Context: an optimization exercise on an open-source flow, tuned for small area, a short achievable clock period and few clock cycles per item. The choices shown serve that exercise and are no tape-out recipe.
At most, simulation tests tie the RTL to the original design; equivalence was not proved.
Power and IR drop assume default switching activity.

Design binary_neuron, start of the top module:
module binary_neuron (
    input  logic                    clk,
    input  logic                    reset,
    input  logic                    in_valid,
    output logic                    in_ready,
    input  logic [320:0]            in_req,
    output logic                    out_valid,
    input  logic                    out_ready,
    output logic [9:0]              out_sum
);
Size in the first run: ~1200 cells after synthesis, about 250 flip-flops, ~340 I/O pins.
==> flow/config.mk <==
export PLATFORM = sky130hd
export DESIGN_NAME = binary_neuron
export DESIGN_NICKNAME = binary_neuron
export VERILOG_FILES = /design/flow/design.v
export SDC_FILE = /design/flow/constraint.sdc
export NUM_CORES = 4
export LEC_CHECK = 0
export CAP_MARGIN = 20
export CORE_MARGIN = 2
export CORE_UTILIZATION = 40
export CTS_BUF_LIST = sky130_fd_sc_hd__clkbuf_8
export SETUP_SLACK_MARGIN = 3.6
export SLEW_MARGIN = 20
export SYNTH_HIERARCHICAL = 1
export SYNTH_MINIMUM_KEEP_SIZE = 0
==> flow/constraint.sdc <==
create_clock -name core_clock -period 6.0 [get_ports {clk}]
set_input_delay 1.2000 -clock core_clock [delete_from_list [all_inputs] [get_ports {clk}]]
set_output_delay 1.2000 -clock core_clock [all_outputs]
set_load 0.01 [all_outputs]
standard.sh (not shown) runs the stock make flow with config.mk's settings and CLKGATE_MAP_FILE= SYNTH_SCRIPT=/design/flow/synth_recipe.tcl, a recipe that flattens the netlist after the stock synthesis.
==> flow/flow/run.sh <==
#!/bin/bash
# The standard layout (standard.sh: ORFS synthesis to final layout), with
# two changes:
#  - the input and output ports are buffered with the smallest buffer,
#    sky130_fd_sc_hd__buf_1, instead of the cell buffer_ports picks by default
#    (clkdlybuf4s50_1); later repair steps may still resize them;
#  - clock tree synthesis adds no dummy loads to the clock tree.
set -euo pipefail
export BUFFER_PORTS_ARGS="-buffer_cell sky130_fd_sc_hd__buf_1"
export CTS_ARGS="-sink_clustering_enable -repair_clock_nets -buf_list sky130_fd_sc_hd__clkbuf_8 -dont_use_dummy_load"
bash standard.sh > standard_flow.log 2>&1
Next try:
Settings changed: SETUP_SLACK_MARGIN 3.6 to 3.5.
Effect: Cell area is lower by a few percent. Flip-flop and latch count does not change. Setup slack loses 0.039 ns. Routed wire length came out lower by a few percent. Die area is unchanged. Global-route usage shrinks by 0.37 points. Total power fell by a few percent. Clock skew went up by 0.0074 ns. Combinational power goes down by a few percent.
No run of this note included a check of the RTL's function; only the layout flow was run.

========
binary_neuron, a different RTL version from the one above (not shown whole).
Size in the first run: ~260 flip-flops, about 340 I/O pins, roughly 15,000 um2 of cells after synthesis.
Settings: LEC_CHECK=0, CAP_MARGIN=20, CORE_MARGIN=2, CORE_UTILIZATION=40, CTS_BUF_LIST=sky130_fd_sc_hd__clkbuf_8, SLEW_MARGIN=20, SYNTH_HIERARCHICAL=1, SYNTH_MINIMUM_KEEP_SIZE=0; clock period 6.0 ns.
==> flow/flow/run.sh <==
#!/bin/bash
# The standard layout (standard.sh: ORFS synthesis to final layout), with
# two changes:
#  - the input and output ports are buffered with the smallest buffer,
#    sky130_fd_sc_hd__buf_1, instead of the cell buffer_ports picks by default
#    (clkdlybuf4s50_1); later repair steps may still resize them;
#  - clock tree synthesis adds no dummy loads to the clock tree.
set -euo pipefail
export BUFFER_PORTS_ARGS="-buffer_cell sky130_fd_sc_hd__buf_1"
export CTS_ARGS="-repair_clock_nets -buf_list sky130_fd_sc_hd__clkbuf_8 -dont_use_dummy_load"
bash standard.sh > standard_flow.log 2>&1
The starting point completed with no timing, DRC or antenna violations.
Testbench counts at the start, summed over its fixed seeds: cycles 3,232, items 3,200.
Edit:
--- a/flow/flow/run.sh
+++ b/flow/flow/run.sh
@@ -10 +10 @@
-export CTS_ARGS="-repair_clock_nets -buf_list sky130_fd_sc_hd__clkbuf_8 -dont_use_dummy_load"
+export CTS_ARGS="-sink_clustering_enable -repair_clock_nets -buf_list sky130_fd_sc_hd__clkbuf_8 -dont_use_dummy_load -sink_clustering_size 15 -sink_clustering_max_diameter 75"
The new run ran to the end with no violations.
Design area falls by 2.2%.
Register-to-register slack gains 0.03 ns.
Hold slack gains 0.0034 ns.
Edit:
--- a/flow/flow/run.sh
+++ b/flow/flow/run.sh
@@ -10 +10 @@
-export CTS_ARGS="-sink_clustering_enable -repair_clock_nets -buf_list sky130_fd_sc_hd__clkbuf_8 -dont_use_dummy_load -sink_clustering_size 15 -sink_clustering_max_diameter 75"
+export CTS_ARGS="-sink_clustering_enable -repair_clock_nets -buf_list sky130_fd_sc_hd__clkbuf_16 -dont_use_dummy_load"
Effect:
- combinational power barely changes
- setup slack is about the same
- die area is unchanged
- sequential share of layout area is lower by 0.75 points
- design area goes up by 2.3%
- non-clock buffer count is unchanged
- power rose by 7.0%

========
Setup of P:
Another version of the RTL of binary_neuron (not shown whole).
Size in the first run: roughly 1200 cells after synthesis, about 340 I/O pins.
export LEC_CHECK = 0
export CAP_MARGIN = 20
export CORE_MARGIN = 2
export CORE_UTILIZATION = 40
export SETUP_SLACK_MARGIN = 3.6
export SLEW_MARGIN = 20
export SYNTH_HIERARCHICAL = 1
export SYNTH_MINIMUM_KEEP_SIZE = 0
create_clock -name core_clock -period 6.0 [get_ports {clk}]
==> flow/flow/run.sh <==
#!/bin/bash
# The standard layout (standard.sh: ORFS synthesis to final layout), with
# one change: the input and output ports are buffered with the smallest
# buffer, sky130_fd_sc_hd__buf_1, instead of the cell buffer_ports picks by
# default (clkdlybuf4s50_1).  Later repair steps may still resize them.
set -euo pipefail
export BUFFER_PORTS_ARGS="-buffer_cell sky130_fd_sc_hd__buf_1"
bash standard.sh > standard_flow.log 2>&1
Modified inputs, Q compared to P
- clearing SETUP_SLACK_MARGIN, which used to be 3.6
Results
Changes observed in Q relative to P: worst slew slack as a fraction of its limit went up 1.6 points, routed via count went down about 2.3%. Relative to P, relative contribution of the clock network to total power increased by 2.6 points in Q. Compared with P, Q shows a lower routed wire length. Compared with P, Q is the less power-hungry design. Worst hold slack is lower on Q. Re HPWL after detailed placement: Q is about 1.4% down on P. Of Q and P, the run reporting the lower post-layout worst setup margin was Q. Q ended up with input port to flop as its type of the worst setup path; P ended up with flop to flop. The final instance area of Q falls short of that of P by about 9%. Taking P as the reference point, the first-iteration DRC count of Q rises by 30. Compared to P, Q leaves more free space in the core.
Function was not checked in any run of this note: the RTL went through the layout flow alone.

-- what the ideal ports hide --
No port has a modelled driver above. Below, the same layouts with a new extraction and two added sets of constraints.
Step 1 sets driving cells, clkbuf_16 on the clock port and buf_2 on the other inputs (assumed; they add their load-dependent delay and slew).
Step 2, shift: input delay + t, output delay - t, t = (earliest + latest rising clock arrival at the registers) / 2. This alone moves slack from input paths to output paths.
a / b / c = ideal / step 1 / step 2; a / b = the first two.
| run | t (ns) | setup WS [ns] | worst setup path at the end | clock arrival spread, ns |
|---|---|---|---|---|
| the first run of note 1 | 0.554 | 3.584 / 3.606 / 3.052 | input to register | 0.057 / 0.057 |
| the second run of note 1 | 0.545 | 3.545 / 3.556 / 3.019 | input to register | 0.066 / 0.066 |
| the first run of note 2 | 0.607 | 3.485 / 3.485 / 3.092 | input to register | 0.047 / 0.047 |
| the second run of note 2 | 0.576 | 3.514 / 3.514 / 3.088 | input to register | 0.054 / 0.054 |
| the third run of note 2 | 0.563 | 3.513 / 3.513 / 3.110 | input to register | 0.044 / 0.044 |
| P | 0.570 | 3.361 / 3.361 / 3.002 | input to register | 0.020 / 0.020 |
| Q | 0.570 | 3.062 / 3.090 / 2.520 | input to register | 0.024 / 0.024 |
After both steps every run listed still meets setup and hold. For Q, which loses most, drivers alone change the setup slack by +0.028 ns; drivers and shift together by -0.542 ns.
